From an optimization exercise on the open Yosys and OpenROAD flow, aimed at small area and a short achievable clock period; shortcuts taken in it are not production practice. In this exercise RTL edits were held to simulation tests only and were not proved equivalent to the original. No activity file was given, so power comes from the tool's default toggle rates.

==> flow/design.v <==
module cic_iq_decim #(
  parameter int DIN_W    = 16,
  parameter int DOUT_W   = 16,
  parameter int STAGES   = 4,
  parameter int MAX_RATE = 16,
  parameter int GAIN_W   = 16,
  localparam int RATE_W  = $clog2(MAX_RATE + 1),
  localparam int ACC_W   = DIN_W + STAGES * $clog2(MAX_RATE),
  localparam int SHIFT_W = $clog2(ACC_W)
) (
  input  logic                     clk,
  input  logic                     rst,
  input  logic                     s_axis_data_tvalid,
  input  logic signed [DIN_W-1:0]  s_axis_data_tdata_real,
  input  logic signed [DIN_W-1:0]  s_axis_data_tdata_imag,
  input  logic                     cfg_load,
  input  logic [RATE_W-1:0]        cfg_rate,
  input  logic [SHIFT_W-1:0]       cfg_shift,
  input  logic [GAIN_W-1:0]        cfg_gain,
  output logic                     m_axis_data_tvalid,
  output logic signed [DOUT_W-1:0] m_axis_data_tdata_real,
  output logic signed [DOUT_W-1:0] m_axis_data_tdata_imag
);
  localparam int W   = 8;            
  localparam int L   = 32 / W;       
  localparam int NVV = L + 4;        
  localparam int NFV = L + 8;        
  logic [3:0]  rm1;                  
  logic [4:0]  shift_r;
  logic [15:0] gain_r;
  always_ff @(posedge clk) begin
    if (rst) begin
      rm1     <= 4'd1;
      shift_r <= '0;
      gain_r  <= 16'd16384;
    end else if (cfg_load) begin
      if (cfg_rate < 5'd2)
        rm1 <= 4'd1;
      else if (cfg_rate > 5'd16)
        rm1 <= 4'd15;
      else
        rm1 <= 4'(cfg_rate - 5'd1);
      shift_r <= cfg_shift;
      gain_r  <= cfg_gain;
    end
  end
  logic        flush_q;
  logic        v_q;
  logic [15:0] xr_q, xi_q, xi_d;
  always_ff @(posedge clk) begin
    flush_q <= rst | cfg_load;
    v_q     <= s_axis_data_tvalid;
    xr_q    <= s_axis_data_tvalid ? s_axis_data_tdata_real : 16'd0;
    xi_q    <= s_axis_data_tvalid ? s_axis_data_tdata_imag : 16'd0;
    xi_d    <= flush_q ? 16'd0 : xi_q;
  end
  logic [NVV-1:0] vv;
  assign vv[0] = v_q;
  always_ff @(posedge clk) begin
    if (flush_q) vv[NVV-1:1] <= '0;
    else         vv[NVV-1:1] <= vv[NVV-2:0];
  end
  logic [31:0] xd [2][L];
  assign xd[0][0] = {{16{xr_q[15]}}, xr_q};
  assign xd[1][0] = {{16{xi_d[15]}}, xi_d};
  always_ff @(posedge clk) begin
    for (int c = 0; c < 2; c++)
      for (int j = 1; j < L; j++)
        xd[c][j] <= flush_q ? 32'd0 : xd[c][j-1];
  end
  logic [W-1:0] integ  [2][4][L];
  logic         icar   [2][4][L];   
  logic [W:0]   isum   [2][4][L];
  always_comb begin
    for (int c = 0; c < 2; c++)
      for (int k = 0; k < 4; k++)
        for (int j = 0; j < L; j++)
          isum[c][k][j] = {1'b0, (k == 3 && fv[3 + j + c]) ? {W{1'b0}} : integ[c][k][j]}
                        + {1'b0, (k == 0) ? xd[c][j][j*W +: W]
                                          : (vv[k + j + c] ? integ[c][k-1][j] : {W{1'b0}})}
                        + (W+1)'((j == 0) ? 1'b0 : icar[c][k][j-1]);
  end
  always_ff @(posedge clk) begin
    for (int c = 0; c < 2; c++)
      for (int k = 0; k < 4; k++)
        for (int j = 0; j < L; j++) begin
          integ[c][k][j] <= flush_q ? {W{1'b0}} : isum[c][k][j][W-1:0];
          icar[c][k][j]  <= flush_q ? 1'b0 : isum[c][k][j][W];
        end
  end
  logic [3:0]     cnt;
  logic           fe;
  logic [NFV-1:0] fv;               
  assign fe = v_q & (cnt == rm1);
  always_ff @(posedge clk) begin
    if (flush_q) begin
      cnt <= '0;
      fv  <= '0;
    end else begin
      if (v_q)
        cnt <= fe ? 4'd0 : cnt + 4'd1;
      fv <= {fv[NFV-2:0], fe};
    end
  end
  logic [W-1:0] da  [1:3][L];       
  logic [W-1:0] db  [1:3][L];       
  logic         cbr [1:3][L];       
  logic [W-1:0] cin [1:4][L];       
  logic [W:0]   csum [1:3][L];
  logic [W-1:0] cmid [L];           
  always_comb begin
    for (int j = 0; j < L; j++) begin
      cin[1][j] = fv[4 + j] ? integ[1][3][j] : integ[0][3][j];
      cin[2][j] = cmid[j];
      for (int k = 1; k < 4; k++) begin
        csum[k][j] = {1'b0, cin[k][j]} + {1'b0, ~da[k][j]}
                   + (W+1)'((j == 0) ? 1'b1 : cbr[k][j-1]);
        if (k != 1)
          cin[k+1][j] = csum[k][j][W-1:0];
      end
    end
  end
  always_ff @(posedge clk) begin
    for (int j = 0; j < L; j++) begin
      cmid[j] <= csum[1][j][W-1:0];
      for (int k = 1; k < 4; k++) begin
        cbr[k][j] <= csum[k][j][W];
        if (flush_q) begin
          da[k][j] <= '0;
          db[k][j] <= '0;
        end else if (k < 2 ? (fv[3 + j] | fv[4 + j]) : (fv[4 + j] | fv[5 + j])) begin
          da[k][j] <= db[k][j];
          db[k][j] <= cin[k][j];
        end
      end
    end
  end
  logic [W-1:0] dsk [L][L];
  logic [31:0]  z;
  always_ff @(posedge clk) begin
    for (int j = 0; j < L; j++) begin
      dsk[j][0] <= cin[4][j];
      for (int d = 1; d < L - j; d++)
        dsk[j][d] <= dsk[j][d-1];
    end
  end
  always_comb
    for (int j = 0; j < L; j++)
      z[j*W +: W] = dsk[j][L-1-j];
  logic [30:0] ur;
  always_ff @(posedge clk)
    ur <= 31'(($signed({z, 1'b0})) >>> shift_r);
  logic [17:0] g3;
  always_ff @(posedge clk)
    g3 <= {2'b0, gain_r} + {1'b0, gain_r, 1'b0};
  logic bneg0, bs1_0, bs2_0, bs3_0, bs4_0;
  logic [17:0] bm0;
  logic bneg1, bs1_1, bs2_1, bs3_1, bs4_1;
  logic [17:0] bm1;
  logic bneg2, bs1_2, bs2_2, bs3_2, bs4_2;
  logic [17:0] bm2;
  logic bneg3, bs1_3, bs2_3, bs3_3, bs4_3;
  logic [17:0] bm3;
  logic bneg4, bs1_4, bs2_4, bs3_4, bs4_4;
  logic [17:0] bm4;
  logic bneg5, bs1_5, bs2_5, bs3_5, bs4_5;
  logic [17:0] bm5;
  logic bneg6, bs1_6, bs2_6, bs3_6, bs4_6;
  logic [17:0] bm6;
  logic bneg7, bs1_7, bs2_7, bs3_7, bs4_7;
  logic [17:0] bm7;
  logic bneg8, bs1_8, bs2_8, bs3_8, bs4_8;
  logic [17:0] bm8;
  logic bneg9, bs1_9, bs2_9, bs3_9, bs4_9;
  logic [17:0] bm9;
  logic ma0_s1, ma0_c2;
  logic ma0_s3, ma0_c4;
  logic ma0_s5, ma0_c6;
  logic ma0_s7, ma0_c8;
  logic ma0_s9, ma0_c10;
  logic ma0_s11, ma0_c12;
  logic ma0_s13, ma0_c14;
  logic ma0_s15, ma0_c16;
  logic ma0_s17, ma0_c18;
  logic ma0_s19, ma0_c20;
  logic ma0_s21, ma0_c22;
  logic ma0_s23, ma0_c24;
  logic ma0_s25, ma0_c26;
  logic ma0_s27, ma0_c28;
  logic ma0_s29, ma0_c30;
  logic ma0_s31, ma0_c32;
  logic ma0_s33, ma0_c34;
  logic ma0_s35, ma0_c36;
  logic ma0_s37, ma0_c38;
  logic ma0_s39, ma0_c40;
  logic ma0_s41, ma0_c42;
  logic ma0_s43, ma0_c44;
  logic ma0_s45, ma0_c46;
  logic ma0_s47, ma0_c48;
  logic ma0_s49, ma0_c50;
  logic ma0_s51, ma0_c52;
  logic ma0_s53, ma0_c54;
  logic ma1_s55, ma1_c56;
  logic ma1_s57, ma1_c58;
  logic ma1_s59, ma1_c60;
  logic ma1_s61, ma1_c62;
  logic ma1_s63, ma1_c64;
  logic ma1_s65, ma1_c66;
  logic ma1_s67, ma1_c68;
  logic ma1_s69, ma1_c70;
  logic ma1_s71, ma1_c72;
  logic ma1_s73, ma1_c74;
  logic ma1_s75, ma1_c76;
  logic ma1_s77, ma1_c78;
  logic ma1_s79, ma1_c80;
  logic ma1_s81, ma1_c82;
  logic ma1_s83, ma1_c84;
  logic ma1_s85, ma1_c86;
  logic ma1_s87, ma1_c88;
  logic ma1_s89, ma1_c90;
  logic ma1_s91, ma1_c92;
  logic ma1_s93, ma1_c94;
  logic ma1_s95, ma1_c96;
  logic ma1_s97, ma1_c98;
  logic ma1_s99, ma1_c100;
  logic ma1_s101, ma1_c102;
  logic ma1_s103, ma1_c104;
  logic ma1_s105, ma1_c106;
  logic ma1_s107, ma1_c108;
  logic ma1_s109, ma1_c110;
  logic ma1_s111, ma1_c112;
  logic ma1_s113, ma1_c114;
  logic ma1_s115, ma1_c116;
  logic ma1_s117, ma1_c118;
  logic ma1_s119, ma1_c120;
  logic ma1_s121, ma1_c122;
  logic ma1_s123, ma1_c124;
  logic ma1_s125, ma1_c126;
  logic ma1_s127, ma1_c128;
  logic ma1_s129, ma1_c130;
  logic ma1_s131, ma1_c132;
  logic [29:0] mr0;
  logic [29:0] mr1;
  logic [29:0] mr2;
  logic [29:0] mr3;
  logic mb0_s133, mb0_c134;
  logic mb0_s135, mb0_c136;
  logic mb0_s137, mb0_c138;
  logic mb0_s139, mb0_c140;
  logic mb0_s141, mb0_c142;
  logic mb0_s143, mb0_c144;
  logic mb0_s145, mb0_c146;
  logic mb0_s147, mb0_c148;
  logic mb0_s149, mb0_c150;
  logic mb0_s151, mb0_c152;
  logic mb0_s153, mb0_c154;
  logic mb0_s155, mb0_c156;
  logic mb0_s157, mb0_c158;
  logic mb0_s159, mb0_c160;
  logic mb0_s161, mb0_c162;
  logic mb0_s163, mb0_c164;
  logic mb0_s165, mb0_c166;
  logic mb0_s167, mb0_c168;
  logic mb0_s169, mb0_c170;
  logic mb0_s171, mb0_c172;
  logic mb0_s173, mb0_c174;
  logic mb0_s175, mb0_c176;
  logic mb0_s177, mb0_c178;
  logic mb0_s179, mb0_c180;
  logic mb1_s181, mb1_c182;
  logic mb1_s183, mb1_c184;
  logic mb1_s185, mb1_c186;
  logic mb1_s187, mb1_c188;
  logic mb1_s189, mb1_c190;
  logic mb1_s191, mb1_c192;
  logic mb1_s193, mb1_c194;
  logic mb1_s195, mb1_c196;
  logic mb1_s197, mb1_c198;
  logic mb1_s199, mb1_c200;
  logic mb1_s201, mb1_c202;
  logic mb1_s203, mb1_c204;
  logic mb1_s205, mb1_c206;
  logic mb1_s207, mb1_c208;
  logic mb1_s209, mb1_c210;
  logic mb1_s211, mb1_c212;
  logic mb1_s213, mb1_c214;
  logic mb1_s215, mb1_c216;
  logic mb1_s217, mb1_c218;
  logic mb1_s219, mb1_c220;
  logic mb1_s221, mb1_c222;
  logic mb1_s223, mb1_c224;
  logic mb1_s225, mb1_c226;
  logic mb1_s227, mb1_c228;
  logic mb1_s229, mb1_c230;
  logic mb1_s231, mb1_c232;
  logic mb1_s233, mb1_c234;
  logic [29:0] mx, my;
  logic [29:0] psum;
  logic [15:0] p;
  assign bneg0 = ur[3];
  assign bs1_0 = ur[3] ? (ur[2] & (ur[1] ^ ur[0])) : (~ur[2] & (ur[1] ^ ur[0]));
  assign bs2_0 = (~ur[2] & ur[1] & ur[0]) | (ur[2] & ~ur[1] & ~ur[0]);
  assign bs3_0 = ur[3] ? (~ur[2] & (ur[1] ^ ur[0])) : (ur[2] & (ur[1] ^ ur[0]));
  assign bs4_0 = ur[3] ? (~ur[2] & ~ur[1] & ~ur[0]) : (ur[2] & ur[1] & ur[0]);
  assign bm0 = (({18{bs1_0}} & {2'b0, gain_r}) | ({18{bs2_0}} & {1'b0, gain_r, 1'b0}) | ({18{bs3_0}} & g3) | ({18{bs4_0}} & {gain_r, 2'b0})) ^ {18{bneg0}};
  assign bneg1 = ur[6];
  assign bs1_1 = ur[6] ? (ur[5] & (ur[4] ^ ur[3])) : (~ur[5] & (ur[4] ^ ur[3]));
  assign bs2_1 = (~ur[5] & ur[4] & ur[3]) | (ur[5] & ~ur[4] & ~ur[3]);
  assign bs3_1 = ur[6] ? (~ur[5] & (ur[4] ^ ur[3])) : (ur[5] & (ur[4] ^ ur[3]));
  assign bs4_1 = ur[6] ? (~ur[5] & ~ur[4] & ~ur[3]) : (ur[5] & ur[4] & ur[3]);
  assign bm1 = (({18{bs1_1}} & {2'b0, gain_r}) | ({18{bs2_1}} & {1'b0, gain_r, 1'b0}) | ({18{bs3_1}} & g3) | ({18{bs4_1}} & {gain_r, 2'b0})) ^ {18{bneg1}};
  assign bneg2 = ur[9];
  assign bs1_2 = ur[9] ? (ur[8] & (ur[7] ^ ur[6])) : (~ur[8] & (ur[7] ^ ur[6]));
  assign bs2_2 = (~ur[8] & ur[7] & ur[6]) | (ur[8] & ~ur[7] & ~ur[6]);
  assign bs3_2 = ur[9] ? (~ur[8] & (ur[7] ^ ur[6])) : (ur[8] & (ur[7] ^ ur[6]));
  assign bs4_2 = ur[9] ? (~ur[8] & ~ur[7] & ~ur[6]) : (ur[8] & ur[7] & ur[6]);
  assign bm2 = (({18{bs1_2}} & {2'b0, gain_r}) | ({18{bs2_2}} & {1'b0, gain_r, 1'b0}) | ({18{bs3_2}} & g3) | ({18{bs4_2}} & {gain_r, 2'b0})) ^ {18{bneg2}};
  assign bneg3 = ur[12];
  assign bs1_3 = ur[12] ? (ur[11] & (ur[10] ^ ur[9])) : (~ur[11] & (ur[10] ^ ur[9]));
  assign bs2_3 = (~ur[11] & ur[10] & ur[9]) | (ur[11] & ~ur[10] & ~ur[9]);
  assign bs3_3 = ur[12] ? (~ur[11] & (ur[10] ^ ur[9])) : (ur[11] & (ur[10] ^ ur[9]));
  assign bs4_3 = ur[12] ? (~ur[11] & ~ur[10] & ~ur[9]) : (ur[11] & ur[10] & ur[9]);
  assign bm3 = (({18{bs1_3}} & {2'b0, gain_r}) | ({18{bs2_3}} & {1'b0, gain_r, 1'b0}) | ({18{bs3_3}} & g3) | ({18{bs4_3}} & {gain_r, 2'b0})) ^ {18{bneg3}};
  assign bneg4 = ur[15];
  assign bs1_4 = ur[15] ? (ur[14] & (ur[13] ^ ur[12])) : (~ur[14] & (ur[13] ^ ur[12]));
  assign bs2_4 = (~ur[14] & ur[13] & ur[12]) | (ur[14] & ~ur[13] & ~ur[12]);
  assign bs3_4 = ur[15] ? (~ur[14] & (ur[13] ^ ur[12])) : (ur[14] & (ur[13] ^ ur[12]));
  assign bs4_4 = ur[15] ? (~ur[14] & ~ur[13] & ~ur[12]) : (ur[14] & ur[13] & ur[12]);
  assign bm4 = (({18{bs1_4}} & {2'b0, gain_r}) | ({18{bs2_4}} & {1'b0, gain_r, 1'b0}) | ({18{bs3_4}} & g3) | ({18{bs4_4}} & {gain_r, 2'b0})) ^ {18{bneg4}};
  assign bneg5 = ur[18];
  assign bs1_5 = ur[18] ? (ur[17] & (ur[16] ^ ur[15])) : (~ur[17] & (ur[16] ^ ur[15]));
  assign bs2_5 = (~ur[17] & ur[16] & ur[15]) | (ur[17] & ~ur[16] & ~ur[15]);
  assign bs3_5 = ur[18] ? (~ur[17] & (ur[16] ^ ur[15])) : (ur[17] & (ur[16] ^ ur[15]));
  assign bs4_5 = ur[18] ? (~ur[17] & ~ur[16] & ~ur[15]) : (ur[17] & ur[16] & ur[15]);
  assign bm5 = (({18{bs1_5}} & {2'b0, gain_r}) | ({18{bs2_5}} & {1'b0, gain_r, 1'b0}) | ({18{bs3_5}} & g3) | ({18{bs4_5}} & {gain_r, 2'b0})) ^ {18{bneg5}};
  assign bneg6 = ur[21];
  assign bs1_6 = ur[21] ? (ur[20] & (ur[19] ^ ur[18])) : (~ur[20] & (ur[19] ^ ur[18]));
  assign bs2_6 = (~ur[20] & ur[19] & ur[18]) | (ur[20] & ~ur[19] & ~ur[18]);
  assign bs3_6 = ur[21] ? (~ur[20] & (ur[19] ^ ur[18])) : (ur[20] & (ur[19] ^ ur[18]));
  assign bs4_6 = ur[21] ? (~ur[20] & ~ur[19] & ~ur[18]) : (ur[20] & ur[19] & ur[18]);
  assign bm6 = (({18{bs1_6}} & {2'b0, gain_r}) | ({18{bs2_6}} & {1'b0, gain_r, 1'b0}) | ({18{bs3_6}} & g3) | ({18{bs4_6}} & {gain_r, 2'b0})) ^ {18{bneg6}};
  assign bneg7 = ur[24];
  assign bs1_7 = ur[24] ? (ur[23] & (ur[22] ^ ur[21])) : (~ur[23] & (ur[22] ^ ur[21]));
  assign bs2_7 = (~ur[23] & ur[22] & ur[21]) | (ur[23] & ~ur[22] & ~ur[21]);
  assign bs3_7 = ur[24] ? (~ur[23] & (ur[22] ^ ur[21])) : (ur[23] & (ur[22] ^ ur[21]));
  assign bs4_7 = ur[24] ? (~ur[23] & ~ur[22] & ~ur[21]) : (ur[23] & ur[22] & ur[21]);
  assign bm7 = (({18{bs1_7}} & {2'b0, gain_r}) | ({18{bs2_7}} & {1'b0, gain_r, 1'b0}) | ({18{bs3_7}} & g3) | ({18{bs4_7}} & {gain_r, 2'b0})) ^ {18{bneg7}};
  assign bneg8 = ur[27];
  assign bs1_8 = ur[27] ? (ur[26] & (ur[25] ^ ur[24])) : (~ur[26] & (ur[25] ^ ur[24]));
  assign bs2_8 = (~ur[26] & ur[25] & ur[24]) | (ur[26] & ~ur[25] & ~ur[24]);
  assign bs3_8 = ur[27] ? (~ur[26] & (ur[25] ^ ur[24])) : (ur[26] & (ur[25] ^ ur[24]));
  assign bs4_8 = ur[27] ? (~ur[26] & ~ur[25] & ~ur[24]) : (ur[26] & ur[25] & ur[24]);
  assign bm8 = (({18{bs1_8}} & {2'b0, gain_r}) | ({18{bs2_8}} & {1'b0, gain_r, 1'b0}) | ({18{bs3_8}} & g3) | ({18{bs4_8}} & {gain_r, 2'b0})) ^ {18{bneg8}};
  assign bneg9 = ur[30];
  assign bs1_9 = ur[30] ? (ur[29] & (ur[28] ^ ur[27])) : (~ur[29] & (ur[28] ^ ur[27]));
  assign bs2_9 = (~ur[29] & ur[28] & ur[27]) | (ur[29] & ~ur[28] & ~ur[27]);
  assign bs3_9 = ur[30] ? (~ur[29] & (ur[28] ^ ur[27])) : (ur[29] & (ur[28] ^ ur[27]));
  assign bs4_9 = ur[30] ? (~ur[29] & ~ur[28] & ~ur[27]) : (ur[29] & ur[28] & ur[27]);
  assign bm9 = (({18{bs1_9}} & {2'b0, gain_r}) | ({18{bs2_9}} & {1'b0, gain_r, 1'b0}) | ({18{bs3_9}} & g3) | ({18{bs4_9}} & {gain_r, 2'b0})) ^ {18{bneg9}};
  assign ma0_s1 = bm0[15] ^ bm1[12];
  assign ma0_c2 = bm0[15] & bm1[12];
  assign ma0_s3 = bm0[16] ^ bm1[13];
  assign ma0_c4 = bm0[16] & bm1[13];
  assign ma0_s5 = bm0[17] ^ bm1[14];
  assign ma0_c6 = bm0[17] & bm1[14];
  assign ma0_s7 = ~bneg0 ^ bm1[15] ^ bm2[12];
  assign ma0_c8 = (~bneg0 & bm1[15]) | (~bneg0 & bm2[12]) | (bm1[15] & bm2[12]);
  assign ma0_s9 = bm3[9] ^ bm4[6] ^ bm5[3];
  assign ma0_c10 = (bm3[9] & bm4[6]) | (bm3[9] & bm5[3]) | (bm4[6] & bm5[3]);
  assign ma0_s11 = bm1[16] ^ bm2[13] ^ bm3[10];
  assign ma0_c12 = (bm1[16] & bm2[13]) | (bm1[16] & bm3[10]) | (bm2[13] & bm3[10]);
  assign ma0_s13 = bm4[7] ^ bm5[4];
  assign ma0_c14 = bm4[7] & bm5[4];
  assign ma0_s15 = bm1[17] ^ bm2[14] ^ bm3[11];
  assign ma0_c16 = (bm1[17] & bm2[14]) | (bm1[17] & bm3[11]) | (bm2[14] & bm3[11]);
  assign ma0_s17 = bm4[8] ^ bm5[5];
  assign ma0_c18 = bm4[8] & bm5[5];
  assign ma0_s19 = ~bneg1 ^ bm2[15] ^ bm3[12];
  assign ma0_c20 = (~bneg1 & bm2[15]) | (~bneg1 & bm3[12]) | (bm2[15] & bm3[12]);
  assign ma0_s21 = bm4[9] ^ bm5[6] ^ bm6[3];
  assign ma0_c22 = (bm4[9] & bm5[6]) | (bm4[9] & bm6[3]) | (bm5[6] & bm6[3]);
  assign ma0_s23 = bm2[16] ^ bm3[13] ^ bm4[10];
  assign ma0_c24 = (bm2[16] & bm3[13]) | (bm2[16] & bm4[10]) | (bm3[13] & bm4[10]);
  assign ma0_s25 = bm5[7] ^ bm6[4];
  assign ma0_c26 = bm5[7] & bm6[4];
  assign ma0_s27 = bm2[17] ^ bm3[14] ^ bm4[11];
  assign ma0_c28 = (bm2[17] & bm3[14]) | (bm2[17] & bm4[11]) | (bm3[14] & bm4[11]);
  assign ma0_s29 = bm5[8] ^ bm6[5];
  assign ma0_c30 = bm5[8] & bm6[5];
  assign ma0_s31 = ~bneg2 ^ bm3[15] ^ bm4[12];
  assign ma0_c32 = (~bneg2 & bm3[15]) | (~bneg2 & bm4[12]) | (bm3[15] & bm4[12]);
  assign ma0_s33 = bm5[9] ^ bm6[6] ^ bm7[3];
  assign ma0_c34 = (bm5[9] & bm6[6]) | (bm5[9] & bm7[3]) | (bm6[6] & bm7[3]);
  assign ma0_s35 = bm3[16] ^ bm4[13] ^ bm5[10];
  assign ma0_c36 = (bm3[16] & bm4[13]) | (bm3[16] & bm5[10]) | (bm4[13] & bm5[10]);
  assign ma0_s37 = bm6[7] ^ bm7[4];
  assign ma0_c38 = bm6[7] & bm7[4];
  assign ma0_s39 = bm3[17] ^ bm4[14] ^ bm5[11];
  assign ma0_c40 = (bm3[17] & bm4[14]) | (bm3[17] & bm5[11]) | (bm4[14] & bm5[11]);
  assign ma0_s41 = bm6[8] ^ bm7[5];
  assign ma0_c42 = bm6[8] & bm7[5];
  assign ma0_s43 = ~bneg3 ^ bm4[15] ^ bm5[12];
  assign ma0_c44 = (~bneg3 & bm4[15]) | (~bneg3 & bm5[12]) | (bm4[15] & bm5[12]);
  assign ma0_s45 = bm6[9] ^ bm7[6] ^ bm8[3];
  assign ma0_c46 = (bm6[9] & bm7[6]) | (bm6[9] & bm8[3]) | (bm7[6] & bm8[3]);
  assign ma0_s47 = bm4[16] ^ bm5[13] ^ bm6[10];
  assign ma0_c48 = (bm4[16] & bm5[13]) | (bm4[16] & bm6[10]) | (bm5[13] & bm6[10]);
  assign ma0_s49 = bm7[7] ^ bm8[4];
  assign ma0_c50 = bm7[7] & bm8[4];
  assign ma0_s51 = bm4[17] ^ bm5[14] ^ bm6[11];
  assign ma0_c52 = (bm4[17] & bm5[14]) | (bm4[17] & bm6[11]) | (bm5[14] & bm6[11]);
  assign ma0_s53 = bm7[8] ^ bm8[5];
  assign ma0_c54 = bm7[8] & bm8[5];
  assign ma1_s55 = bm0[9] ^ bm1[6];
  assign ma1_c56 = bm0[9] & bm1[6];
  assign ma1_s57 = bm0[10] ^ bm1[7];
  assign ma1_c58 = bm0[10] & bm1[7];
  assign ma1_s59 = bm0[11] ^ bm1[8];
  assign ma1_c60 = bm0[11] & bm1[8];
  assign ma1_s61 = bm0[12] ^ bm1[9] ^ bm2[6];
  assign ma1_c62 = (bm0[12] & bm1[9]) | (bm0[12] & bm2[6]) | (bm1[9] & bm2[6]);
  assign ma1_s63 = bm3[3] ^ bm4[0];
  assign ma1_c64 = bm3[3] & bm4[0];
  assign ma1_s65 = bm0[13] ^ bm1[10] ^ bm2[7];
  assign ma1_c66 = (bm0[13] & bm1[10]) | (bm0[13] & bm2[7]) | (bm1[10] & bm2[7]);
  assign ma1_s67 = bm3[4] ^ bm4[1] ^ 1'b1;
  assign ma1_c68 = (bm3[4] & bm4[1]) | (bm3[4] & 1'b1) | (bm4[1] & 1'b1);
  assign ma1_s69 = bm0[14] ^ bm1[11] ^ bm2[8];
  assign ma1_c70 = (bm0[14] & bm1[11]) | (bm0[14] & bm2[8]) | (bm1[11] & bm2[8]);
  assign ma1_s71 = bm3[5] ^ bm4[2];
  assign ma1_c72 = bm3[5] & bm4[2];
  assign ma1_s73 = ma0_s1 ^ bm2[9] ^ bm3[6];
  assign ma1_c74 = (ma0_s1 & bm2[9]) | (ma0_s1 & bm3[6]) | (bm2[9] & bm3[6]);
  assign ma1_s75 = bm4[3] ^ bm5[0] ^ bneg5;
  assign ma1_c76 = (bm4[3] & bm5[0]) | (bm4[3] & bneg5) | (bm5[0] & bneg5);
  assign ma1_s77 = ma0_s3 ^ bm2[10] ^ bm3[7];
  assign ma1_c78 = (ma0_s3 & bm2[10]) | (ma0_s3 & bm3[7]) | (bm2[10] & bm3[7]);
  assign ma1_s79 = bm4[4] ^ bm5[1] ^ ma0_c2;
  assign ma1_c80 = (bm4[4] & bm5[1]) | (bm4[4] & ma0_c2) | (bm5[1] & ma0_c2);
  assign ma1_s81 = ma0_s5 ^ bm2[11] ^ bm3[8];
  assign ma1_c82 = (ma0_s5 & bm2[11]) | (ma0_s5 & bm3[8]) | (bm2[11] & bm3[8]);
  assign ma1_s83 = bm4[5] ^ bm5[2] ^ ma0_c4;
  assign ma1_c84 = (bm4[5] & bm5[2]) | (bm4[5] & ma0_c4) | (bm5[2] & ma0_c4);
  assign ma1_s85 = ma0_s7 ^ ma0_s9 ^ bm6[0];
  assign ma1_c86 = (ma0_s7 & ma0_s9) | (ma0_s7 & bm6[0]) | (ma0_s9 & bm6[0]);
  assign ma1_s87 = bneg6 ^ 1'b1 ^ ma0_c6;
  assign ma1_c88 = (bneg6 & 1'b1) | (bneg6 & ma0_c6) | (1'b1 & ma0_c6);
  assign ma1_s89 = ma0_s11 ^ ma0_s13 ^ bm6[1];
  assign ma1_c90 = (ma0_s11 & ma0_s13) | (ma0_s11 & bm6[1]) | (ma0_s13 & bm6[1]);
  assign ma1_s91 = 1'b1 ^ ma0_c8 ^ ma0_c10;
  assign ma1_c92 = (1'b1 & ma0_c8) | (1'b1 & ma0_c10) | (ma0_c8 & ma0_c10);
  assign ma1_s93 = ma0_s15 ^ ma0_s17 ^ bm6[2];
  assign ma1_c94 = (ma0_s15 & ma0_s17) | (ma0_s15 & bm6[2]) | (ma0_s17 & bm6[2]);
  assign ma1_s95 = 1'b1 ^ ma0_c12 ^ ma0_c14;
  assign ma1_c96 = (1'b1 & ma0_c12) | (1'b1 & ma0_c14) | (ma0_c12 & ma0_c14);
  assign ma1_s97 = ma0_s19 ^ ma0_s21 ^ bm7[0];
  assign ma1_c98 = (ma0_s19 & ma0_s21) | (ma0_s19 & bm7[0]) | (ma0_s21 & bm7[0]);
  assign ma1_s99 = bneg7 ^ ma0_c16 ^ ma0_c18;
  assign ma1_c100 = (bneg7 & ma0_c16) | (bneg7 & ma0_c18) | (ma0_c16 & ma0_c18);
  assign ma1_s101 = ma0_s23 ^ ma0_s25 ^ bm7[1];
  assign ma1_c102 = (ma0_s23 & ma0_s25) | (ma0_s23 & bm7[1]) | (ma0_s25 & bm7[1]);
  assign ma1_s103 = 1'b1 ^ ma0_c20 ^ ma0_c22;
  assign ma1_c104 = (1'b1 & ma0_c20) | (1'b1 & ma0_c22) | (ma0_c20 & ma0_c22);
  assign ma1_s105 = ma0_s27 ^ ma0_s29 ^ bm7[2];
  assign ma1_c106 = (ma0_s27 & ma0_s29) | (ma0_s27 & bm7[2]) | (ma0_s29 & bm7[2]);
  assign ma1_s107 = 1'b1 ^ ma0_c24 ^ ma0_c26;
  assign ma1_c108 = (1'b1 & ma0_c24) | (1'b1 & ma0_c26) | (ma0_c24 & ma0_c26);
  assign ma1_s109 = ma0_s31 ^ ma0_s33 ^ bm8[0];
  assign ma1_c110 = (ma0_s31 & ma0_s33) | (ma0_s31 & bm8[0]) | (ma0_s33 & bm8[0]);
  assign ma1_s111 = bneg8 ^ ma0_c28 ^ ma0_c30;
  assign ma1_c112 = (bneg8 & ma0_c28) | (bneg8 & ma0_c30) | (ma0_c28 & ma0_c30);
  assign ma1_s113 = ma0_s35 ^ ma0_s37 ^ bm8[1];
  assign ma1_c114 = (ma0_s35 & ma0_s37) | (ma0_s35 & bm8[1]) | (ma0_s37 & bm8[1]);
  assign ma1_s115 = 1'b1 ^ ma0_c32 ^ ma0_c34;
  assign ma1_c116 = (1'b1 & ma0_c32) | (1'b1 & ma0_c34) | (ma0_c32 & ma0_c34);
  assign ma1_s117 = ma0_s39 ^ ma0_s41 ^ bm8[2];
  assign ma1_c118 = (ma0_s39 & ma0_s41) | (ma0_s39 & bm8[2]) | (ma0_s41 & bm8[2]);
  assign ma1_s119 = 1'b1 ^ ma0_c36 ^ ma0_c38;
  assign ma1_c120 = (1'b1 & ma0_c36) | (1'b1 & ma0_c38) | (ma0_c36 & ma0_c38);
  assign ma1_s121 = ma0_s43 ^ ma0_s45 ^ bm9[0];
  assign ma1_c122 = (ma0_s43 & ma0_s45) | (ma0_s43 & bm9[0]) | (ma0_s45 & bm9[0]);
  assign ma1_s123 = bneg9 ^ ma0_c40 ^ ma0_c42;
  assign ma1_c124 = (bneg9 & ma0_c40) | (bneg9 & ma0_c42) | (ma0_c40 & ma0_c42);
  assign ma1_s125 = ma0_s47 ^ ma0_s49 ^ bm9[1];
  assign ma1_c126 = (ma0_s47 & ma0_s49) | (ma0_s47 & bm9[1]) | (ma0_s49 & bm9[1]);
  assign ma1_s127 = 1'b1 ^ ma0_c44 ^ ma0_c46;
  assign ma1_c128 = (1'b1 & ma0_c44) | (1'b1 & ma0_c46) | (ma0_c44 & ma0_c46);
  assign ma1_s129 = ma0_s51 ^ ma0_s53 ^ bm9[2];
  assign ma1_c130 = (ma0_s51 & ma0_s53) | (ma0_s51 & bm9[2]) | (ma0_s53 & bm9[2]);
  assign ma1_s131 = 1'b1 ^ ma0_c48 ^ ma0_c50;
  assign ma1_c132 = (1'b1 & ma0_c48) | (1'b1 & ma0_c50) | (ma0_c48 & ma0_c50);
  assign mb0_s133 = mr0[6] ^ mr1[6];
  assign mb0_c134 = mr0[6] & mr1[6];
  assign mb0_s135 = mr0[7] ^ mr1[7];
  assign mb0_c136 = mr0[7] & mr1[7];
  assign mb0_s137 = mr0[8] ^ mr1[8];
  assign mb0_c138 = mr0[8] & mr1[8];
  assign mb0_s139 = mr0[9] ^ mr1[9] ^ mr2[9];
  assign mb0_c140 = (mr0[9] & mr1[9]) | (mr0[9] & mr2[9]) | (mr1[9] & mr2[9]);
  assign mb0_s141 = mr0[10] ^ mr1[10] ^ mr2[10];
  assign mb0_c142 = (mr0[10] & mr1[10]) | (mr0[10] & mr2[10]) | (mr1[10] & mr2[10]);
  assign mb0_s143 = mr0[11] ^ mr1[11] ^ mr2[11];
  assign mb0_c144 = (mr0[11] & mr1[11]) | (mr0[11] & mr2[11]) | (mr1[11] & mr2[11]);
  assign mb0_s145 = mr0[12] ^ mr1[12] ^ mr2[12];
  assign mb0_c146 = (mr0[12] & mr1[12]) | (mr0[12] & mr2[12]) | (mr1[12] & mr2[12]);
  assign mb0_s147 = mr0[13] ^ mr1[13] ^ mr2[13];
  assign mb0_c148 = (mr0[13] & mr1[13]) | (mr0[13] & mr2[13]) | (mr1[13] & mr2[13]);
  assign mb0_s149 = mr0[14] ^ mr1[14] ^ mr2[14];
  assign mb0_c150 = (mr0[14] & mr1[14]) | (mr0[14] & mr2[14]) | (mr1[14] & mr2[14]);
  assign mb0_s151 = mr0[15] ^ mr1[15] ^ mr2[15];
  assign mb0_c152 = (mr0[15] & mr1[15]) | (mr0[15] & mr2[15]) | (mr1[15] & mr2[15]);
  assign mb0_s153 = mr0[16] ^ mr1[16] ^ mr2[16];
  assign mb0_c154 = (mr0[16] & mr1[16]) | (mr0[16] & mr2[16]) | (mr1[16] & mr2[16]);
  assign mb0_s155 = mr0[17] ^ mr1[17] ^ mr2[17];
  assign mb0_c156 = (mr0[17] & mr1[17]) | (mr0[17] & mr2[17]) | (mr1[17] & mr2[17]);
  assign mb0_s157 = mr0[18] ^ mr1[18] ^ mr2[18];
  assign mb0_c158 = (mr0[18] & mr1[18]) | (mr0[18] & mr2[18]) | (mr1[18] & mr2[18]);
  assign mb0_s159 = mr0[19] ^ mr1[19] ^ mr2[19];
  assign mb0_c160 = (mr0[19] & mr1[19]) | (mr0[19] & mr2[19]) | (mr1[19] & mr2[19]);
  assign mb0_s161 = mr0[20] ^ mr1[20] ^ mr2[20];
  assign mb0_c162 = (mr0[20] & mr1[20]) | (mr0[20] & mr2[20]) | (mr1[20] & mr2[20]);
  assign mb0_s163 = mr0[21] ^ mr1[21] ^ mr2[21];
  assign mb0_c164 = (mr0[21] & mr1[21]) | (mr0[21] & mr2[21]) | (mr1[21] & mr2[21]);
  assign mb0_s165 = mr0[22] ^ mr1[22] ^ mr2[22];
  assign mb0_c166 = (mr0[22] & mr1[22]) | (mr0[22] & mr2[22]) | (mr1[22] & mr2[22]);
  assign mb0_s167 = mr0[23] ^ mr1[23] ^ mr2[23];
  assign mb0_c168 = (mr0[23] & mr1[23]) | (mr0[23] & mr2[23]) | (mr1[23] & mr2[23]);
  assign mb0_s169 = mr0[24] ^ mr1[24] ^ mr2[24];
  assign mb0_c170 = (mr0[24] & mr1[24]) | (mr0[24] & mr2[24]) | (mr1[24] & mr2[24]);
  assign mb0_s171 = mr0[25] ^ mr1[25] ^ mr2[25];
  assign mb0_c172 = (mr0[25] & mr1[25]) | (mr0[25] & mr2[25]) | (mr1[25] & mr2[25]);
  assign mb0_s173 = mr0[26] ^ mr1[26] ^ mr2[26];
  assign mb0_c174 = (mr0[26] & mr1[26]) | (mr0[26] & mr2[26]) | (mr1[26] & mr2[26]);
  assign mb0_s175 = mr0[27] ^ mr1[27] ^ mr2[27];
  assign mb0_c176 = (mr0[27] & mr1[27]) | (mr0[27] & mr2[27]) | (mr1[27] & mr2[27]);
  assign mb0_s177 = mr0[28] ^ mr1[28] ^ mr2[28];
  assign mb0_c178 = (mr0[28] & mr1[28]) | (mr0[28] & mr2[28]) | (mr1[28] & mr2[28]);
  assign mb0_s179 = mr0[29] ^ mr1[29] ^ mr2[29];
  assign mb0_c180 = (mr0[29] & mr1[29]) | (mr0[29] & mr2[29]) | (mr1[29] & mr2[29]);
  assign mb1_s181 = mr0[3] ^ mr1[3];
  assign mb1_c182 = mr0[3] & mr1[3];
  assign mb1_s183 = mr0[4] ^ mr1[4];
  assign mb1_c184 = mr0[4] & mr1[4];
  assign mb1_s185 = mr0[5] ^ mr1[5];
  assign mb1_c186 = mr0[5] & mr1[5];
  assign mb1_s187 = mb0_s133 ^ mr2[6] ^ mr3[6];
  assign mb1_c188 = (mb0_s133 & mr2[6]) | (mb0_s133 & mr3[6]) | (mr2[6] & mr3[6]);
  assign mb1_s189 = mb0_s135 ^ mr2[7] ^ mb0_c134;
  assign mb1_c190 = (mb0_s135 & mr2[7]) | (mb0_s135 & mb0_c134) | (mr2[7] & mb0_c134);
  assign mb1_s191 = mb0_s137 ^ mr2[8] ^ mb0_c136;
  assign mb1_c192 = (mb0_s137 & mr2[8]) | (mb0_s137 & mb0_c136) | (mr2[8] & mb0_c136);
  assign mb1_s193 = mb0_s139 ^ mr3[9] ^ mb0_c138;
  assign mb1_c194 = (mb0_s139 & mr3[9]) | (mb0_s139 & mb0_c138) | (mr3[9] & mb0_c138);
  assign mb1_s195 = mb0_s141 ^ mr3[10] ^ mb0_c140;
  assign mb1_c196 = (mb0_s141 & mr3[10]) | (mb0_s141 & mb0_c140) | (mr3[10] & mb0_c140);
  assign mb1_s197 = mb0_s143 ^ mr3[11] ^ mb0_c142;
  assign mb1_c198 = (mb0_s143 & mr3[11]) | (mb0_s143 & mb0_c142) | (mr3[11] & mb0_c142);
  assign mb1_s199 = mb0_s145 ^ mr3[12] ^ mb0_c144;
  assign mb1_c200 = (mb0_s145 & mr3[12]) | (mb0_s145 & mb0_c144) | (mr3[12] & mb0_c144);
  assign mb1_s201 = mb0_s147 ^ mr3[13] ^ mb0_c146;
  assign mb1_c202 = (mb0_s147 & mr3[13]) | (mb0_s147 & mb0_c146) | (mr3[13] & mb0_c146);
  assign mb1_s203 = mb0_s149 ^ mr3[14] ^ mb0_c148;
  assign mb1_c204 = (mb0_s149 & mr3[14]) | (mb0_s149 & mb0_c148) | (mr3[14] & mb0_c148);
  assign mb1_s205 = mb0_s151 ^ mr3[15] ^ mb0_c150;
  assign mb1_c206 = (mb0_s151 & mr3[15]) | (mb0_s151 & mb0_c150) | (mr3[15] & mb0_c150);
  assign mb1_s207 = mb0_s153 ^ mr3[16] ^ mb0_c152;
  assign mb1_c208 = (mb0_s153 & mr3[16]) | (mb0_s153 & mb0_c152) | (mr3[16] & mb0_c152);
  assign mb1_s209 = mb0_s155 ^ mr3[17] ^ mb0_c154;
  assign mb1_c210 = (mb0_s155 & mr3[17]) | (mb0_s155 & mb0_c154) | (mr3[17] & mb0_c154);
  assign mb1_s211 = mb0_s157 ^ mr3[18] ^ mb0_c156;
  assign mb1_c212 = (mb0_s157 & mr3[18]) | (mb0_s157 & mb0_c156) | (mr3[18] & mb0_c156);
  assign mb1_s213 = mb0_s159 ^ mr3[19] ^ mb0_c158;
  assign mb1_c214 = (mb0_s159 & mr3[19]) | (mb0_s159 & mb0_c158) | (mr3[19] & mb0_c158);
  assign mb1_s215 = mb0_s161 ^ mr3[20] ^ mb0_c160;
  assign mb1_c216 = (mb0_s161 & mr3[20]) | (mb0_s161 & mb0_c160) | (mr3[20] & mb0_c160);
  assign mb1_s217 = mb0_s163 ^ mr3[21] ^ mb0_c162;
  assign mb1_c218 = (mb0_s163 & mr3[21]) | (mb0_s163 & mb0_c162) | (mr3[21] & mb0_c162);
  assign mb1_s219 = mb0_s165 ^ mr3[22] ^ mb0_c164;
  assign mb1_c220 = (mb0_s165 & mr3[22]) | (mb0_s165 & mb0_c164) | (mr3[22] & mb0_c164);
  assign mb1_s221 = mb0_s167 ^ mr3[23] ^ mb0_c166;
  assign mb1_c222 = (mb0_s167 & mr3[23]) | (mb0_s167 & mb0_c166) | (mr3[23] & mb0_c166);
  assign mb1_s223 = mb0_s169 ^ mr3[24] ^ mb0_c168;
  assign mb1_c224 = (mb0_s169 & mr3[24]) | (mb0_s169 & mb0_c168) | (mr3[24] & mb0_c168);
  assign mb1_s225 = mb0_s171 ^ mr3[25] ^ mb0_c170;
  assign mb1_c226 = (mb0_s171 & mr3[25]) | (mb0_s171 & mb0_c170) | (mr3[25] & mb0_c170);
  assign mb1_s227 = mb0_s173 ^ mr3[26] ^ mb0_c172;
  assign mb1_c228 = (mb0_s173 & mr3[26]) | (mb0_s173 & mb0_c172) | (mr3[26] & mb0_c172);
  assign mb1_s229 = mb0_s175 ^ mr3[27] ^ mb0_c174;
  assign mb1_c230 = (mb0_s175 & mr3[27]) | (mb0_s175 & mb0_c174) | (mr3[27] & mb0_c174);
  assign mb1_s231 = mb0_s177 ^ mr3[28] ^ mb0_c176;
  assign mb1_c232 = (mb0_s177 & mr3[28]) | (mb0_s177 & mb0_c176) | (mr3[28] & mb0_c176);
  assign mb1_s233 = mb0_s179 ^ mr3[29] ^ mb0_c178;
  assign mb1_c234 = (mb0_s179 & mr3[29]) | (mb0_s179 & mb0_c178) | (mr3[29] & mb0_c178);
  assign mx[0] = mr0[0];
  assign my[0] = mr1[0];
  assign mx[1] = mr0[1];
  assign my[1] = 1'b0;
  assign mx[2] = mr0[2];
  assign my[2] = 1'b0;
  assign mx[3] = mb1_s181;
  assign my[3] = mr2[3];
  assign mx[4] = mb1_s183;
  assign my[4] = mb1_c182;
  assign mx[5] = mb1_s185;
  assign my[5] = mb1_c184;
  assign mx[6] = mb1_s187;
  assign my[6] = mb1_c186;
  assign mx[7] = mb1_s189;
  assign my[7] = mb1_c188;
  assign mx[8] = mb1_s191;
  assign my[8] = mb1_c190;
  assign mx[9] = mb1_s193;
  assign my[9] = mb1_c192;
  assign mx[10] = mb1_s195;
  assign my[10] = mb1_c194;
  assign mx[11] = mb1_s197;
  assign my[11] = mb1_c196;
  assign mx[12] = mb1_s199;
  assign my[12] = mb1_c198;
  assign mx[13] = mb1_s201;
  assign my[13] = mb1_c200;
  assign mx[14] = mb1_s203;
  assign my[14] = mb1_c202;
  assign mx[15] = mb1_s205;
  assign my[15] = mb1_c204;
  assign mx[16] = mb1_s207;
  assign my[16] = mb1_c206;
  assign mx[17] = mb1_s209;
  assign my[17] = mb1_c208;
  assign mx[18] = mb1_s211;
  assign my[18] = mb1_c210;
  assign mx[19] = mb1_s213;
  assign my[19] = mb1_c212;
  assign mx[20] = mb1_s215;
  assign my[20] = mb1_c214;
  assign mx[21] = mb1_s217;
  assign my[21] = mb1_c216;
  assign mx[22] = mb1_s219;
  assign my[22] = mb1_c218;
  assign mx[23] = mb1_s221;
  assign my[23] = mb1_c220;
  assign mx[24] = mb1_s223;
  assign my[24] = mb1_c222;
  assign mx[25] = mb1_s225;
  assign my[25] = mb1_c224;
  assign mx[26] = mb1_s227;
  assign my[26] = mb1_c226;
  assign mx[27] = mb1_s229;
  assign my[27] = mb1_c228;
  assign mx[28] = mb1_s231;
  assign my[28] = mb1_c230;
  assign mx[29] = mb1_s233;
  assign my[29] = mb1_c232;
  assign psum = mx + my;
  assign p = psum[29:14];
  always_ff @(posedge clk) begin
    mr0[0] <= bm0[0];
    mr1[0] <= bneg0;
    mr2[0] <= 1'b0;
    mr3[0] <= 1'b0;
    mr0[1] <= bm0[1];
    mr1[1] <= 1'b0;
    mr2[1] <= 1'b0;
    mr3[1] <= 1'b0;
    mr0[2] <= bm0[2];
    mr1[2] <= 1'b0;
    mr2[2] <= 1'b0;
    mr3[2] <= 1'b0;
    mr0[3] <= bm0[3];
    mr1[3] <= bm1[0];
    mr2[3] <= bneg1;
    mr3[3] <= 1'b0;
    mr0[4] <= bm0[4];
    mr1[4] <= bm1[1];
    mr2[4] <= 1'b0;
    mr3[4] <= 1'b0;
    mr0[5] <= bm0[5];
    mr1[5] <= bm1[2];
    mr2[5] <= 1'b0;
    mr3[5] <= 1'b0;
    mr0[6] <= bm0[6];
    mr1[6] <= bm1[3];
    mr2[6] <= bm2[0];
    mr3[6] <= bneg2;
    mr0[7] <= bm0[7];
    mr1[7] <= bm1[4];
    mr2[7] <= bm2[1];
    mr3[7] <= 1'b0;
    mr0[8] <= bm0[8];
    mr1[8] <= bm1[5];
    mr2[8] <= bm2[2];
    mr3[8] <= 1'b0;
    mr0[9] <= ma1_s55;
    mr1[9] <= bm2[3];
    mr2[9] <= bm3[0];
    mr3[9] <= bneg3;
    mr0[10] <= ma1_s57;
    mr1[10] <= bm2[4];
    mr2[10] <= bm3[1];
    mr3[10] <= ma1_c56;
    mr0[11] <= ma1_s59;
    mr1[11] <= bm2[5];
    mr2[11] <= bm3[2];
    mr3[11] <= ma1_c58;
    mr0[12] <= ma1_s61;
    mr1[12] <= ma1_s63;
    mr2[12] <= bneg4;
    mr3[12] <= ma1_c60;
    mr0[13] <= ma1_s65;
    mr1[13] <= ma1_s67;
    mr2[13] <= ma1_c62;
    mr3[13] <= ma1_c64;
    mr0[14] <= ma1_s69;
    mr1[14] <= ma1_s71;
    mr2[14] <= ma1_c66;
    mr3[14] <= ma1_c68;
    mr0[15] <= ma1_s73;
    mr1[15] <= ma1_s75;
    mr2[15] <= ma1_c70;
    mr3[15] <= ma1_c72;
    mr0[16] <= ma1_s77;
    mr1[16] <= ma1_s79;
    mr2[16] <= ma1_c74;
    mr3[16] <= ma1_c76;
    mr0[17] <= ma1_s81;
    mr1[17] <= ma1_s83;
    mr2[17] <= ma1_c78;
    mr3[17] <= ma1_c80;
    mr0[18] <= ma1_s85;
    mr1[18] <= ma1_s87;
    mr2[18] <= ma1_c82;
    mr3[18] <= ma1_c84;
    mr0[19] <= ma1_s89;
    mr1[19] <= ma1_s91;
    mr2[19] <= ma1_c86;
    mr3[19] <= ma1_c88;
    mr0[20] <= ma1_s93;
    mr1[20] <= ma1_s95;
    mr2[20] <= ma1_c90;
    mr3[20] <= ma1_c92;
    mr0[21] <= ma1_s97;
    mr1[21] <= ma1_s99;
    mr2[21] <= ma1_c94;
    mr3[21] <= ma1_c96;
    mr0[22] <= ma1_s101;
    mr1[22] <= ma1_s103;
    mr2[22] <= ma1_c98;
    mr3[22] <= ma1_c100;
    mr0[23] <= ma1_s105;
    mr1[23] <= ma1_s107;
    mr2[23] <= ma1_c102;
    mr3[23] <= ma1_c104;
    mr0[24] <= ma1_s109;
    mr1[24] <= ma1_s111;
    mr2[24] <= ma1_c106;
    mr3[24] <= ma1_c108;
    mr0[25] <= ma1_s113;
    mr1[25] <= ma1_s115;
    mr2[25] <= ma1_c110;
    mr3[25] <= ma1_c112;
    mr0[26] <= ma1_s117;
    mr1[26] <= ma1_s119;
    mr2[26] <= ma1_c114;
    mr3[26] <= ma1_c116;
    mr0[27] <= ma1_s121;
    mr1[27] <= ma1_s123;
    mr2[27] <= ma1_c118;
    mr3[27] <= ma1_c120;
    mr0[28] <= ma1_s125;
    mr1[28] <= ma1_s127;
    mr2[28] <= ma1_c122;
    mr3[28] <= ma1_c124;
    mr0[29] <= ma1_s129;
    mr1[29] <= ma1_s131;
    mr2[29] <= ma1_c126;
    mr3[29] <= ma1_c128;
  end
  logic [15:0] p_hold;
  always_ff @(posedge clk) begin
    p_hold <= p;
    m_axis_data_tdata_real <= p_hold;
    m_axis_data_tdata_imag <= p;
    m_axis_data_tvalid <= fv[L + 7] & ~flush_q & ~rst & ~cfg_load;
  end
endmodule
==> flow/flow/run.sh <==
#!/bin/bash
# Standard ORFS layout, with repair_timing asked to reach a larger setup slack than the
# constraint needs (the SDC is unchanged), and plain buffers on the ports.
# Each tool's output stays in orfs/logs/; make's output goes to standard.log.
set -euo pipefail
cd "$(dirname "$0")/.."
export SETUP_SLACK_MARGIN=${MARGIN:-6.55}
export BUFFER_PORTS_ARGS="-buffer_cell sky130_fd_sc_hd__buf_1"
bash standard.sh > standard.log 2>&1
==> flow/standard.sh <==
#!/bin/bash
# synth_recipe.tcl (not shown) runs the flow's synth.tcl, then flattens the netlist and writes it again
# the make line also repeats each setting of config.mk as NAME=value (left out here)
make -C /OpenROAD-flow-scripts/flow DESIGN_CONFIG=/design/flow/config.mk WORK_HOME=/design/flow/orfs CLKGATE_MAP_FILE= SYNTH_SCRIPT=/design/flow/synth_recipe.tcl "${@:-finish}"
==> flow/config.mk <==
export PLATFORM = sky130hd
export DESIGN_NAME = cic_iq_decim
export DESIGN_NICKNAME = cic_iq_decim
export VERILOG_FILES = /design/flow/design.v
export SDC_FILE = /design/flow/constraint.sdc
export NUM_CORES = 4
export LEC_CHECK = 0
export ABC_AREA = 1
export CAP_MARGIN = 20
export CORE_MARGIN = 2
export CORE_UTILIZATION = 40
export CTS_CLUSTER_DIAMETER = 200
export CTS_CLUSTER_SIZE = 25
export SLEW_MARGIN = 20
==> flow/constraint.sdc <==
create_clock -name core_clock -period 9.5 [get_ports {clk}]
set_input_delay 1.9000 -clock core_clock [delete_from_list [all_inputs] [get_ports {clk}]]
set_output_delay 1.9000 -clock core_clock [all_outputs]
set_load 0.01 [all_outputs]
==> out/results.ini, run 1 <==
[cts]
clkSinkCount = 898
cts_hold_buffers = 0
clk-insertion-delay-late_ps = 660
cts.clk_slew.worst_paths_ps = 100
cts_max_level = 2
clockBufferDepth = 3
cts_root_buf = clkbuf_16
cts_buffers = 41
cts_tree = yes

[detailed_routing]
num_vias = 39500
drt-pass1-iter-count = 8
wire_per_inst_um = 14.7
antenna_left = 0
drt-vias-per-instance = 4.98
drc = 0
first_iter_violations = 2502
routed_wl_um = 116000

[grt]
grt_pass1_wl_um = 190000
grt_overflow = 0
grt_pass1_vias = 37500
grt_max_degree = 175
track_usage_pct = 18.3
antenna_found_initial = 2

[cells_and_area]
drive_gt1_share_pct = 4.93
n_antenna_cell = 0
utilization_pct = 43.3
syn_to_final_growth_pct = 7.70
postLayoutCellArea_sq_um = 52600
nets = 6911
finalNonFillerCells = 7936

[logic_synthesis]
synth_top_family_by_area = compound AO/OA/AOI/OAI gates
seq_area_frac_synth_pct = 36.8
yosys.area.top_type = dfxtp_1
synthCells = 6333
yosys.area_share.simple_pct = 14.9
synth_adder_area_share_pct = 16.3
synth_edf_count = 0
yosys_warnings = 12
synth_cell_types = 53
synthFlopType = dfxtp_1
yosys-top-cells-area = dfxtp_1 37%, ha_1 9.8%, inv_1 7.8%, nand2_1 7.3%, fa_1 6.5%
synth_compound_area_share_pct = 17.5
synthXorXnorAreaFrac_pct = 4.32
syn_avg_cell_area_sq_um = 7.71
synthMuxAreaShare_pct = 0.0820
synthArstFlopShare_pct = 0
synth_seq_cells = 898
syn_area_sq_um = 48800
synth_top_area_share_pct = 36.8
syn_nets = 6936

[pwr]
clock_power_share_pct = 16.7
power_density_nw_per_um2 = 234
power_switching_mw = 5.08
p_int_mw = 7.21
total_power_mw = 12.3
pwr-share-seq_pct = 36.4
switching_share_pct = 41.3
combPwrFrac_pct = 47.0
ir_drop_mv = 0.433
p_leak_nw = 24.6

[timing]
hold_viol = 0
finalCritPeriodShare_pct = 31.7
max_slew_margin_pct = 29.7
clock_skew_ps = 27.3
tightest_slew_ps = 1050
grt_setup_unrepaired = true
drv_slew = 0
period_needed_ps = 3010
max_clock_freq_ghz = 0.332
finalSetupViolCount = 0
fin_tns_setup_ps = 0

[outcome]
status = timing/DRC/antenna clean

[floorplan]
die-area_sq_um = 125000
core_area_sq_um = 121000
die_h_um = 353
die_x_um = 353
fp-row-count = 128
io_pins = 95
start_util_pct = 40.2

[placed_design]
dp.cells = 7845
dpl.hpwl_um = 84200
dpl-instance-area_sq_um = 50400
gp_congestion = 0.919
port_buffers = 94

[setup_path]
critical_path.max_stage_delay_ps = 360
end_kind = primary output
cp_max_fo = 2
start_kind = flop
crit_type = flop to primary output
cp.arrival_ps = 1110
slowest_stage = dfxtp_4
crit_path_cell_trace = buf_6
cp.required_ps = 7600
crit_family = flip-flops
cp.buffers_inverters = 1

[min_path]
hold_class = flop to flop

[flow_run]
cap_violations = 0

-- placed cells by master, fill, tap and decap left out, types with 57 or more instances in the layout --
master / instances
fa_1: 157
buf_4: 57
nand3_1: 192
nor2_1: 563
xor2_1: 212
buf_1: 60
dfxtp_1: 866
inv_1: 998
o22ai_1: 214
o21ai_0: 598
nand2_1: 942
ha_1: 372
a21oi_1: 582
-- worst paths after layout --
kind / slack (ps) / end / depth (start not counted) / startpoint
setup / recovery: 6490 / m_axis_data_tdata_imag[3] / 1 / p_hold[3]$_DFF_P_
hold / removal: 310 / dsk[9][4]$_DFF_P_ / 0 / dsk[8][4]$_DFF_P_
setup reg to reg: 6570 / mr0[27]$_DFF_P_ / 7 / gain_r[7]$_SDFFE_PP0P_
hold reg to reg: 310 / dsk[9][4]$_DFF_P_ / 0 / dsk[8][4]$_DFF_P_
-- cells by family (layout without fill, tap and decap cells) --
kind of cell / after synthesis / count (layout)
AOI/OAI and AO/OA: 1565 / 1565
xor gates and xnor gates: 241 / 241
adders and majority gates: 541 / 541
buffers and inverters: 1268 / 1246
DFF: 898 / 898
muxes: 4 / 4
and+or+nand+nor: 1816 / 1816
-- layer usage --
metal,track usage [%],up-vias,wire length [um]
met3,2.47,194,5260
met4,5.87,0,4040
met5,0,-,0
met1,22.7,18000,51100
met2,32.6,772,56000
li1,-,20500,-
-- synth_stat cells (6+ instances only) --
library cell,n
nand4_1,32
o22ai_1,215
a31oi_1,20
a21o_1,20
buf_4,20
inv_1,1011
nand2_2,9
nand3_1,195
buf_2,18
xor2_1,215
a21oi_1,589
nor3_1,27
o21ai_1,6
o21ai_0,606
nand2_1,950
nor2_1,575
o21bai_1,21
fa_1,158
ha_1,383
nor2_2,14
clkbuf_1,182
o211ai_1,24
clkinv_1,10
dfxtp_1,898
buf_1,9
a221oi_1,9
o311ai_0,14
xnor2_1,26
o21ai_2,6
inv_2,12
-- state kept, by name (all words and copies together) (netlist names), 18 cells and up --
name / count
cmid: 32
dsk: 80
mr3: 22
g3: 18
icar: 24
mr0: 30
xd: 20
db: 96
da: 96
mr1: 28
ur: 31
mr2: 25
integ: 256
-- power by group through the flow --
stage               registers, mW  logic (mW)  clock network, mW
CTS                          4.47        5.30               2.16
detailed placement           4.54        5.15                  0
floorplan                    4.47        3.55                  0
finish                       4.47        5.77               2.05
global placement             4.54        5.11                  0
global route                 4.51        6.39               2.28
-- worst reg2reg max path, cell delays in order, from the launching register on --
cell,delay [ps]
dfxtp_1,700
clkinvlp_4,520
o22ai_1,290
nor2_1,80
xor2_1,160
fa_1,540
inv_1,50
fa_1,470
-- final cells by class --
type / instances / area, sq um
fill: 12500 / 68800
multi-input combinational: 4167 / 26300
sequential: 898 / 18000
inverter: 1035 / 3950
tap: 1625 / 2030
timing repair buffer: 163 / 1130
clock buffer: 44 / 1070
clock inverter: 2 / 36.3
timing repair inverter: 2 / 10.0
-- stage by stage --
step | hold WS (ps) | worst slack (ps)
after floorplan | 310 | 6790
after global placement | 311 | 5890
after detailed placement | 312 | 5780
after CTS | 328 | 6410
after global routing | 334 | 6410
final | 308 | 6490
-- timing repair --
action,CTS,global route
pin swaps,3,19
cloned,0,2
endpoints found under the setup margin,192,174
buffers inserted,9,32
resized for setup,104,89
==> run 2, diff against run 1 <==
--- a/flow/config.mk
+++ b/flow/config.mk
@@ -5,7 +5,6 @@
 export SDC_FILE = /design/flow/constraint.sdc
 export NUM_CORES = 4
 export LEC_CHECK = 0
-export ABC_AREA = 1
 export CAP_MARGIN = 20
 export CORE_MARGIN = 2
 export CORE_UTILIZATION = 40
==> run 2 against run 1 <==
  * Sequential cell count is the same
  * Sequential share of layout area grew 0.54 points
  * First-iteration DRC count grew 3.2%
  * Die area shrank 2.5%
  * Register-to-register slack lost 370 ps
  * Power shrank 26%
  * Worst hold slack lost 18 ps
  * Global-route usage shrank 1.9 points
  * Clock skew grew 34 ps
  * Synthesized cell count shrank 18%
  * Largest power group is now sequential cells
==> out/results.ini, run 2 <==
[logic_synthesis]
syn_area_sq_um = 47600  ; -2.5%
synthCells = 5188  ; -18%
yosys-top-cells-area = dfxtp_1 38%, ha_1 10%, fa_1 6.6%, xnor2_1 5.8%, a21oi_1 4.0%
seq_area_frac_synth_pct = 37.8  ; +0.94 points
synth_seq_cells = 898  ; unchanged
synth_top_area_share_pct = 37.8  ; +0.94 points
yosys.area.top_type = dfxtp_1
syn_avg_cell_area_sq_um = 9.18  ; +19%
yosys_warnings = 12  ; unchanged
synth_cell_types = 69  ; +30%
synthTopCellsByCount = 898 x dfxtp_1, 493 x nand2_1, 412 x nor2_1
synthArstFlopShare_pct = 0  ; unchanged
syn_nets = 5791  ; -17%
synth.most_common_cell = dfxtp_1
synthFlopType = dfxtp_1
synth_edf_count = 0  ; unchanged

[timing]
max_slew_margin_pct = 23.2  ; -6.5 points
fin_tns_setup_ps = 0  ; unchanged
tightest_slew_ps = 1150  ; +96.4 ps
finalCritPeriodShare_pct = 34.8  ; +3.1 points
hold_viol = 0  ; unchanged
drv_slew = 0  ; unchanged
period_needed_ps = 3300  ; +294 ps
finalSetupViolCount = 0  ; unchanged
max_clock_freq_ghz = 0.303  ; -8.9%
grt_setup_unrepaired = true
clock_skew_ps = 61.1  ; +33.8 ps

[placed_design]
dpl-instance-area_sq_um = 49300  ; -2.4%
port_buffers = 94  ; unchanged
dp.cells = 6594  ; -16%
dpl.hpwl_um = 69600  ; -17%
gp_congestion = 0.884  ; -3.8%

[min_path]
hold_class = flop to flop

[cts]
cts_tree = yes
cts_buffers = 41  ; unchanged
clockBufferDepth = 3  ; unchanged
cts_hold_buffers = 0  ; unchanged
clk-insertion-delay-late_ps = 670  ; about the same
cts_max_level = 2  ; unchanged
cts_root_buf = clkbuf_16
cts.clk_slew.worst_paths_ps = 100  ; about the same
clkSinkCount = 898  ; unchanged

[floorplan]
core_area_sq_um = 118000  ; -2.7%
die_x_um = 349  ; -1.2%
fp-row-count = 126  ; -1.6%
start_util_pct = 40.3  ; +0.10 points
die_h_um = 349  ; -1.2%
die-area_sq_um = 122000  ; -2.5%
io_pins = 95  ; unchanged

[pwr]
p_leak_nw = 21.3  ; -13%
combPwrFrac_pct = 30.8  ; -16 points
clock_power_share_pct = 22.3  ; +5.6 points
p_int_mw = 6.16  ; -15%
pwr-share-seq_pct = 46.9  ; +10 points
power_density_nw_per_um2 = 175  ; -25%
power_switching_mw = 2.92  ; -43%
ir_drop_mv = 0.229  ; -47%
switching_share_pct = 32.1  ; -9.2 points

[detailed_routing]
drt-pass1-iter-count = 7  ; -1
drt-vias-per-instance = 5.06  ; +1.7%
num_vias = 33900  ; -14%
wire_per_inst_um = 15.1  ; +2.8%
antenna_left = 0  ; unchanged
drc = 0  ; unchanged
first_iter_violations = 2582  ; +3.2%
routed_wl_um = 101000  ; -13%

[cells_and_area]
final_common_cell = dfxtp_1
largest_reg_flops = 256  ; unchanged
reg.largest.list = integ x256, da x96, db x96
syn_to_final_growth_pct = 8.84
utilization_pct = 43.9  ; +0.57 points
postLayoutCellArea_sq_um = 51800  ; -1.5%
n_antenna_cell = 0  ; unchanged
mostFrequentLayoutCells = 854 x dfxtp_1, 486 x nand2_1, 400 x nor2_1, 370 x ha_1, 364 x a21oi_1
largest-register = integ
finalNonFillerCells = 6689  ; -16%
nets = 5753  ; -17%
drive_gt1_share_pct = 7.90  ; +3.0 points

[setup_path]
crit_path_cell_trace = fa_1 > fa_1 > ha_4 > nand2_2 > a211o_1 > nor2b_1 > a311o_2 > a211oi_4 > a311o_2 > a21oi_2 > xnor2_1
start_kind = flop
critical_path.max_stage_delay_ps = 550  ; +190 ps
slowest_stage = fa_1
timing.rr.start = mr0[12]$_DFF_P_
crit_type = flop to flop
reg2reg_depth = 11  ; +4
cp_max_fo = 3  ; +1
crit_start = mr0[12]$_DFF_P_
cp-endpoint = p_hold[15]$_DFF_P_
r2r_setup_slack_ps = 6200  ; -370 ps
timing.rr.end = p_hold[15]$_DFF_P_
end_kind = flop
cp.required_ps = 10060  ; +2460 ps
cp.arrival_ps = 3870  ; +2760 ps

[grt]
track_usage_pct = 16.4  ; -1.9 points
grt_max_degree = 92  ; -47%
antenna_found_initial = 1  ; -1
grt_overflow = 0  ; unchanged
grt_pass1_vias = 33300  ; -11%
grt_pass1_wl_um = 168000  ; -12%

[flow_run]
cap_violations = 0  ; unchanged

[outcome]
status = timing/DRC/antenna clean

[run 2: cell count changes after synthesis, sizes merged, moves of 181 or more]
cell,before,now
nor2b,0,238
xnor2,26,318
inv,1025,361
nand2,960,494
a21oi,589,382
and2,0,196
nand3,195,13
o21ai,618,134
o22ai,216,1
nor2,593,412
[run 2: how the worst min path moves through the flow]
stage | start | cells past startpoint | endpoint
floorplan | dsk[0][0]$_DFF_P_ | 0 | dsk[1][0]$_DFF_P_
detailed placement | dsk[0][2]$_DFF_P_ | 0 | dsk[1][2]$_DFF_P_
CTS | dsk[4][5]$_DFF_P_ | 0 | dsk[5][5]$_DFF_P_
global placement | dsk[8][6]$_DFF_P_ | 0 | dsk[9][6]$_DFF_P_
finish | dsk[4][5]$_DFF_P_ | 0 | dsk[5][5]$_DFF_P_
global route | dsk[4][5]$_DFF_P_ | 0 | dsk[5][5]$_DFF_P_
[run 2: layer usage]
metal  GRT usage (%)  part of all wire [%]  wire (um)
met1            21.5                    46      46300
met4            4.41                   2.5       2470
met3            2.03                   4.5       4530
met2            28.2                    47      47600
met5               0                     0          0
[run 2: final cells by class]
| type | instances | area [sq um] |
|---|---|---|
| Multi-Input combinational cell | 3659 | 27900 |
| Clock buffer | 43 | 1040 |
| Sequential cell | 898 | 18100 |
| Tap cell | 1536 | 1920 |
| Inverter | 362 | 1370 |
| Fill cell | 11400 | 66300 |
| Clock inverter | 3 | 62.6 |
| Timing Repair Buffer | 188 | 1520 |
[run 2: cell families after synthesis]
group,synth area share [%]
AND/OR/NAND/NOR,15.2
AO/OA/AOI/OAI,14.5
flip-flops,37.8
buffers and inverters,5.07
adder cells (fa/ha/maj),16.7
XOR/XNOR,7.36
multiplexers,3.38
[run 2: power by group through the flow]
stage | registers (mW) | logic, mW | clock network (mW)
final | 4.26 | 2.79 | 2.03
after global routing | 4.29 | 3.09 | 2.27
after CTS | 4.25 | 2.70 | 2.14
after detailed placement | 4.33 | 2.38 | 0
after global placement | 4.32 | 2.34 | 0
after floorplan | 4.27 | 1.73 | 0
[run 2: worst max-delay path, delay by kind of cell (launching register included)]
kind | cells | cell delay (ps)
XOR/XNOR | 1 | 120
AND/OR/NAND/NOR | 2 | 190
AO/OA/AOI/OAI | 5 | 1240
flip-flops | 1 | 330
adder cells (fa/ha/maj) | 3 | 1300
[run 2: metrics by stage]
step | setup slack [ps] | total power [mW] | hold slack (ps)
detailed placement | 5740 | 6.71 | 312
CTS | 6180 | 9.09 | 301
global route | 6080 | 9.65 | 327
floorplan | 6420 | 6.01 | 310
finish | 6200 | 9.08 | 290
global placement | 5840 | 6.66 | 313
[run 2: what timing repair did]
action                                  in CTS  in global routing
pin swaps                                   15                 32
setup buffers                               15                 27
resized for setup                          163                109
gates cloned                                 2                  4
endpoints found under the setup margin     125                157

==> what the ideal ports hide <==
Ports are ideal in the flow. The routed layouts listed here were re-timed in OpenROAD.
Step 1, drivers: a clkbuf_16 drives clk and a buf_2 each remaining input, both assumed.
Step 2 moves the port delays by t, midway between the first and last clock arrival at a register: inputs arrive t later, outputs are due t later. That takes back most of the time a late clock gives input paths.
Three values: ideal ports, drivers, drivers and shift; two values: the first two.
| run | shift t [ns] | setup slack, ns | latest minus earliest clock arrival (ns) | slew at the worst register clock pin (ns) | pins driven straight from the clock port |
|---|---|---|---|---|---|
| run 1 | 0.714 | 6.489 / 6.420 / 6.266 | 0.030 / 0.029 | 0.12 / 0.12 | 1 |
| run 2 | 0.708 | 6.195 / 6.195 / 6.195 | 0.063 / 0.064 | 0.11 / 0.11 | 1 |
After both steps setup and hold are still met in every run listed. The setup slack of run 1, which loses most, moves by -0.069 ns with the drivers and by -0.223 ns with both steps.
